This is an optimization exercise on Yosys and OpenROAD, whose aim is small area, not a production implementation.
In this exercise RTL edits were held to simulation tests only and were not proved equivalent to the original.
Power is estimated from default activity; no workload was simulated.

## multi_tone_generator
module multi_tone_generator #(
    parameter int CLK_HZ   = 125000000,
    parameter int CHANNELS = 4,
    parameter int NUM_W    = 40,
    parameter int CNT_W    = 32,
    parameter int MAX_FREQ = 999999,
    localparam int CH_W    = (CHANNELS > 1) ? $clog2(CHANNELS) : 1
) (
    input  logic                clk,
    input  logic                rst,
    input  logic                cfg_valid,
    output logic                cfg_ready,
    input  logic [CH_W-1:0]     cfg_chan,
    input  logic [31:0]         cfg_freq,
    input  logic [7:0]          cfg_duty,
    output logic                cfg_err,
    input  logic [CHANNELS-1:0] chan_en,
    output logic [CHANNELS-1:0] wave_out,
    output logic [CHANNELS-1:0] period_strb
);
clock: 8.0 ns
lec_check: 0
cap_margin: 20
core_margin: 2
core_utilization: 80
slew_margin: 20
standard.sh (not shown) runs the stock make flow with config.mk's settings and CLKGATE_MAP_FILE= SYNTH_SCRIPT=/design/flow/synth_recipe.tcl, a recipe that flattens the netlist after the stock synthesis.
==> flow/flow/run.sh <==
#!/bin/bash
# The standard layout (standard.sh: standard synthesis, floorplan, place,
# CTS, route), with two changes:
#  * every input and output port gets the smallest buffer, buf_1, instead of
#    the default port buffer cell;
#  * clock tree synthesis uses clkbuf_8 buffers in clusters of at most 16
#    sinks and inserts no dummy loads.
# The make output goes to standard_flow.log; each ORFS step keeps its own log
# under orfs/logs/.
set -euo pipefail
export BUFFER_PORTS_ARGS="-buffer_cell sky130_fd_sc_hd__buf_1"
export CTS_ARGS="-sink_clustering_enable -repair_clock_nets -dont_use_dummy_load -buf_list sky130_fd_sc_hd__clkbuf_8 -sink_clustering_size 16 -sink_clustering_max_diameter 90"
bash standard.sh > standard_flow.log 2>&1
Edit:
--- a/flow/flow/run.sh
+++ b/flow/flow/run.sh
@@ -6 +6 @@
-#  * clock tree synthesis uses clkbuf_8 buffers in clusters of at most 16
+#  * clock tree synthesis uses clkbuf_8 buffers in clusters of at most 18
@@ -12 +12 @@
-export CTS_ARGS="-sink_clustering_enable -repair_clock_nets -dont_use_dummy_load -buf_list sky130_fd_sc_hd__clkbuf_8 -sink_clustering_size 16 -sink_clustering_max_diameter 90"
+export CTS_ARGS="-sink_clustering_enable -repair_clock_nets -dont_use_dummy_load -buf_list sky130_fd_sc_hd__clkbuf_8 -sink_clustering_size 18 -sink_clustering_max_diameter 100"
- ABC_AREA: unset -> 1
Clock skew goes down by 0.0099 ns.
Final area goes up by 2.7%.
Area after synthesis goes up by 3.3%.
Cell count goes up by 29%.
Die area goes up by 3.2%.
Clock power goes down by about 5%.
Global-route usage goes up by 1.1 points.
Setup slack loses 0.13 ns.
Synthesized cell count goes up by 37%.
Core utilization goes down by 0.42 points.
Total power goes up by 5.8%.
Edit:
==> flow/run.sh (new file) <==
#!/bin/bash
# synth_recipe.tcl (not shown) runs the flow's synth.tcl, then flattens the netlist and writes it again
# the make line also repeats each setting of config.mk as NAME=value (left out here)
make -C /OpenROAD-flow-scripts/flow DESIGN_CONFIG=/design/flow/config.mk WORK_HOME=/design/flow/orfs CLKGATE_MAP_FILE= SYNTH_SCRIPT=/design/flow/synth_recipe.tcl finish
- ABC_AREA: 1 -> unset
- CTS_BUF_LIST: unset -> sky130_fd_sc_hd__clkbuf_8
- CTS_CLUSTER_DIAMETER: unset -> 100
- CTS_CLUSTER_SIZE: unset -> 18
removed: flow/flow/run.sh
removed: flow/standard.sh
The changed run passed the timing, DRC and antenna checks.
Global-route usage drops by 0.43 points.
Cell area is lower slightly.
Worst hold slack hardly moves.
Synthesized cell count came out lower by a quarter to a third.
Wire length decreases slightly.
Count of clock-buffer cells in the layout rose by 3.
Die area is lower by a few percent.
Setup slack loses 0.012 ns.
Edit:
==> flow/flow/run.sh (new file) <==
#!/bin/bash
# The standard layout (standard.sh: standard synthesis, floorplan, place,
# CTS, route), with two changes:
#  * every input and output port gets the smallest buffer, buf_1, instead of
#    the default port buffer cell;
#  * clock tree synthesis uses clkbuf_8 buffers in clusters of at most 18
#    sinks and inserts no dummy loads.
# The make output goes to standard_flow.log; each ORFS step keeps its own log
# under orfs/logs/.
set -euo pipefail
export BUFFER_PORTS_ARGS="-buffer_cell sky130_fd_sc_hd__buf_1"
export CTS_ARGS="-sink_clustering_enable -repair_clock_nets -dont_use_dummy_load -buf_list sky130_fd_sc_hd__clkbuf_8 -sink_clustering_size 18 -sink_clustering_max_diameter 100"
bash standard.sh > standard_flow.log 2>&1
==> flow/standard.sh (new file) <==
#!/bin/bash
# synth_recipe.tcl (not shown) runs the flow's synth.tcl, then flattens the netlist and writes it again
# the make line also repeats each setting of config.mk as NAME=value (left out here)
make -C /OpenROAD-flow-scripts/flow DESIGN_CONFIG=/design/flow/config.mk WORK_HOME=/design/flow/orfs CLKGATE_MAP_FILE= SYNTH_SCRIPT=/design/flow/synth_recipe.tcl "${@:-finish}"
- CORE_UTILIZATION: 80 -> 85
- CTS_BUF_LIST: sky130_fd_sc_hd__clkbuf_8 -> unset
- CTS_CLUSTER_DIAMETER: 100 -> unset
- CTS_CLUSTER_SIZE: 18 -> unset
- GPL_TIMING_DRIVEN: unset -> 0
removed: flow/run.sh
This time the run reached the layout checks and failed them: negative setup slack.
Non-clock buffer count increases by 41.
Synthesized area stays the same.
Wire length increases by about 10%.
Worst setup slack is worse by 0.59 ns.
Via count increases by about 4%.
Clock-buffer cell count decreases by 3.
Edit:
- CORE_UTILIZATION: 85 -> 80
- GPL_TIMING_DRIVEN: 0 -> unset
- With this change the flow finished with timing, DRC and antenna clean
- setup slack improves by 0.71 ns
- total power falls by 2.7%
- register-to-register slack improves by 0.71 ns
- non-clock buffer count falls by 38
- final area falls by 0.71%

---

The RTL this note starts from:
==> flow/design.v <==
module multi_tone_generator #(
    parameter int CLK_HZ   = 125000000,
    parameter int CHANNELS = 4,
    parameter int NUM_W    = 40,
    parameter int CNT_W    = 32,
    parameter int MAX_FREQ = 999999,
    localparam int CH_W    = (CHANNELS > 1) ? $clog2(CHANNELS) : 1
) (
    input  logic                clk,
    input  logic                rst,
    input  logic                cfg_valid,
    output logic                cfg_ready,
    input  logic [CH_W-1:0]     cfg_chan,
    input  logic [31:0]         cfg_freq,
    input  logic [7:0]          cfg_duty,
    output logic                cfg_err,
    input  logic [CHANNELS-1:0] chan_en,
    output logic [CHANNELS-1:0] wave_out,
    output logic [CHANNELS-1:0] period_strb
);
    localparam logic [63:0] NUMER64 = 64'(CLK_HZ) * 64'd100;
    localparam logic [33:0] NUMER   = NUMER64[33:0];
    localparam logic [63:0] NBIT_AT = {28'd0, NUMER, 2'd0};
    logic [5:0]  step;
    logic [1:0]  chan_r;
    logic [7:0]  duty_r;
    logic [19:0] nf_r;      
    logic [19:0] rem_r;
    logic [31:0] nq_r;      
    logic [38:0] acc_r;
    logic        zf_r;
    logic        accept, commit, div_ph, acc_ph, bad, fzero;
    logic        nbit, ge, q;
    logic [20:0] sh, df;
    logic [8:0]  addend, lsum;
    logic [39:0] acc_nx;
    assign cfg_ready = (step == 6'd0);
    assign accept    = cfg_ready && cfg_valid;
    assign commit    = (step == 6'd1);
    assign div_ph    = (step <= 6'd35) && (step >= 6'd2);
    assign acc_ph    = (step <= 6'd32) && (step != 6'd0);
    assign bad       = (|cfg_freq[31:20]) || (cfg_freq[19:0] > 20'(MAX_FREQ));
    assign fzero     = ~|cfg_freq;
    assign nbit = NBIT_AT[step];
    assign sh   = {rem_r, nbit};
    always_comb begin
        logic c, c0, c1;
        logic [20:0] b;
        logic [20:11] s0, s1;
        b = {1'b1, nf_r};
        c = 1'b1;
        for (int i = 0; i < 11; i++) begin
            df[i] = sh[i] ^ b[i] ^ c;
            c     = (sh[i] & b[i]) | (sh[i] & c) | (b[i] & c);
        end
        c0 = 1'b0;
        c1 = 1'b1;
        for (int i = 11; i < 21; i++) begin
            s0[i] = sh[i] ^ b[i] ^ c0;
            c0    = (sh[i] & b[i]) | (sh[i] & c0) | (b[i] & c0);
            s1[i] = sh[i] ^ b[i] ^ c1;
            c1    = (sh[i] & b[i]) | (sh[i] & c1) | (b[i] & c1);
        end
        df[20:11] = c ? s1 : s0;
        ge        = c ? c1 : c0;
    end
    assign q = ~nq_r[0] & acc_ph;
    always_comb begin
        logic c;
        for (int i = 0; i < 8; i++)
            addend[i] = q ? ~duty_r[i] : commit;
        addend[8] = q & commit;
        c = q & ~commit;
        for (int i = 0; i < 9; i++) begin
            logic a;
            a       = (i == 0) ? 1'b0 : acc_r[i-1];
            lsum[i] = a ^ addend[i] ^ c;
            c       = (a & addend[i]) | (a & c) | (addend[i] & c);
        end
        begin
            logic cb, pb;
            cb = c;
            pb = 1'b1;
            for (int i = 9; i < 40; i++) begin
                if (i == 17 || i == 25 || i == 33) begin
                    cb = cb & pb;
                    c  = cb;
                    pb = 1'b1;
                end
                acc_nx[i] = acc_r[i-1] ^ c;
                c         = acc_r[i-1] & c;
                pb        = pb & acc_r[i-1];
            end
        end
        acc_nx[8:0] = lsum;
    end
    always_ff @(posedge clk) begin
        if (rst) begin
            step    <= 6'd0;
            cfg_err <= 1'b0;
        end else begin
            cfg_err <= accept && bad;
            if (accept) begin
                if (bad)        step <= 6'd0;
                else if (fzero) step <= 6'd1;
                else            step <= 6'd42;
            end else if (!cfg_ready) begin
                step <= step - 6'd1;
            end
        end
    end
    always_ff @(posedge clk) begin
        nq_r  <= {nq_r[30:0], ~ge};
        rem_r <= div_ph ? (ge ? df[19:0] : sh[19:0]) : 20'd0;
        acc_r <= acc_nx[38:0];
        if (accept) begin
            chan_r <= cfg_chan;
            duty_r <= cfg_duty;
            nf_r   <= ~cfg_freq[19:0];
            zf_r   <= fzero;
        end
    end
    for (genvar i = 0; i < CHANNELS; i++) begin : g_chan
        logic [31:0] pend_np, pend_lo, act_lo, cnt;
        logic [32:1] cy;
        logic [31:0] inc;
        logic        act_nz, pend_nz, pend_vld, first;
        logic        run, wrap, load, clr, force_ld, commit_here, hit, high;
        assign cy[1] = first | cnt[0];
        for (genvar k = 1; k < 32; k++) begin : g_cy
            assign cy[k+1] = cnt[k] & cy[k];
        end
        always_comb begin
            logic c;
            c = first;
            for (int k = 0; k < 32; k++)
                c = (cnt[k] & act_lo[k]) | (cnt[k] & c) | (act_lo[k] & c);
            high = ~c;
        end
        assign inc = {cnt[31:1] ^ cy[31:1], cnt[0] ^ ~first};
        assign hit = cy[32];
        assign run         = chan_en[i] && act_nz;
        assign wrap        = run && hit;
        assign load        = pend_vld && (wrap || !run);
        assign force_ld    = rst || !run;
        assign clr         = force_ld || wrap;
        assign commit_here = commit && (chan_r == i);
        always_ff @(posedge clk) begin
            cnt   <= (inc & {32{!force_ld}}) | (pend_np & {32{clr}});
            first <= clr;
            if (load) act_lo <= pend_lo;
            if (commit_here) begin
                pend_np <= nq_r;
                pend_lo <= acc_nx[39:8];
                pend_nz <= !zf_r;
            end
            if (rst) begin
                act_nz   <= 1'b0;
                pend_vld <= 1'b0;
            end else begin
                if (load)        act_nz   <= pend_nz;
                if (commit_here) pend_vld <= 1'b1;
                else if (load)   pend_vld <= 1'b0;
            end
        end
        assign wave_out[i]    = run && high;
        assign period_strb[i] = run && first;
    end
endmodule
export LEC_CHECK = 0
export CAP_MARGIN = 0
export CORE_MARGIN = 2
export CORE_UTILIZATION = 80
export SLEW_MARGIN = 0
create_clock -name core_clock -period 8.0 [get_ports {clk}]
==> flow/flow/run.sh <==
#!/bin/bash
# The standard layout (standard.sh: standard synthesis, floorplan, place,
# CTS, route), with two changes:
#  * every input and output port gets the smallest buffer, buf_1, instead of
#    the default port buffer cell;
#  * clock tree synthesis uses clkbuf_8 buffers in clusters of at most 20 (80 um across), a clkbuf_8 root,
#    sinks and inserts no dummy loads.
# The make output goes to standard_flow.log; each ORFS step keeps its own log
# under orfs/logs/.
set -euo pipefail
export BUFFER_PORTS_ARGS="-buffer_cell sky130_fd_sc_hd__buf_1"
export CTS_ARGS="-sink_clustering_enable -repair_clock_nets -dont_use_dummy_load -buf_list sky130_fd_sc_hd__clkbuf_8 -root_buf sky130_fd_sc_hd__clkbuf_8 -sink_clustering_size 20 -sink_clustering_max_diameter 80"
bash standard.sh > standard_flow.log 2>&1
The starting point completed with no timing, DRC or antenna violations.
Change:
==> flow/flow/run.sh (replaced) <==
#!/bin/bash
# The standard layout (standard.sh: standard synthesis, floorplan, place,
# CTS, route), with two changes:
#  * every input and output port gets the smallest buffer, buf_1, instead of
#    the default port buffer cell;
#  * clock tree synthesis uses clkbuf_8 buffers in clusters of at most 18
#    sinks and inserts no dummy loads.
# The make output goes to standard_flow.log; each ORFS step keeps its own log
# under orfs/logs/.
set -euo pipefail
export BUFFER_PORTS_ARGS="-buffer_cell sky130_fd_sc_hd__buf_1"
export CTS_ARGS="-sink_clustering_enable -repair_clock_nets -dont_use_dummy_load -buf_list sky130_fd_sc_hd__clkbuf_8 -sink_clustering_size 18 -sink_clustering_max_diameter 100"
bash standard.sh > standard_flow.log 2>&1
--- a/flow/config.mk
+++ b/flow/config.mk
@@ -8,4 +8,4 @@
 export CAP_MARGIN = 0
 export CORE_MARGIN = 2
-export CORE_UTILIZATION = 80
+export CORE_UTILIZATION = 83
 export SLEW_MARGIN = 0
Result: Routed wire length went up by about 1.8%; global-route usage increases by 1.7 points; clock skew came out higher by 0.049 ns; core utilization climbs by 4.6 points; sequential power is about the same; via count is higher by about 1.5%.
Change:
--- a/flow/config.mk
+++ b/flow/config.mk
@@ -8,4 +8,4 @@
 export CAP_MARGIN = 0
 export CORE_MARGIN = 2
-export CORE_UTILIZATION = 83
+export CORE_UTILIZATION = 80
 export SLEW_MARGIN = 0
=> The new run ran to the end with no violations; final area hardly moves; clock-buffer cell count does not change; sequential share of layout area stays flat; non-clock buffer count went down by 3; power went down by 0.65%; cell count went up by 0.44%.

==> separate check: timing with driven ports <==
Ports are ideal in the flow. The routed layouts listed here were re-timed in OpenROAD.
Step 1, drivers: a clkbuf_16 drives clk and a buf_2 each remaining input, both assumed.
Step 2 also shifts input and output timing later by t, the mid clock arrival at the registers, as if the neighbouring blocks saw the same clock.
Three values: ideal ports, drivers, drivers and shift; two values: the first two.
run | t, ns | slack for setup (ns) | worst data-port slew with drivers (ns) | pins driven straight from the clock port
the first run of note 1 | 0.627 | 0.574 / 0.574 / 0.574 | 0.03 | 1
the second run of note 1 | 0.621 | 0.444 / 0.444 / 0.444 | 0.04 | 1
the third run of note 1 | 0.635 | 0.431 / 0.431 / 0.431 | 0.04 | 1
the fourth run of note 1 | 0.627 | -0.154 / -0.154 / -0.154 | 0.04 | 1
the fifth run of note 1 | 0.623 | 0.553 / 0.553 / 0.553 | 0.03 | 1
the first run of note 2 | 0.623 | 0.305 / 0.305 / 0.305 | 0.04 | 1
the second run of note 2 | 0.616 | 0.227 / 0.227 / 0.227 | 0.05 | 1
the third run of note 2 | 0.608 | 0.288 / 0.288 / 0.288 | 0.04 | 1
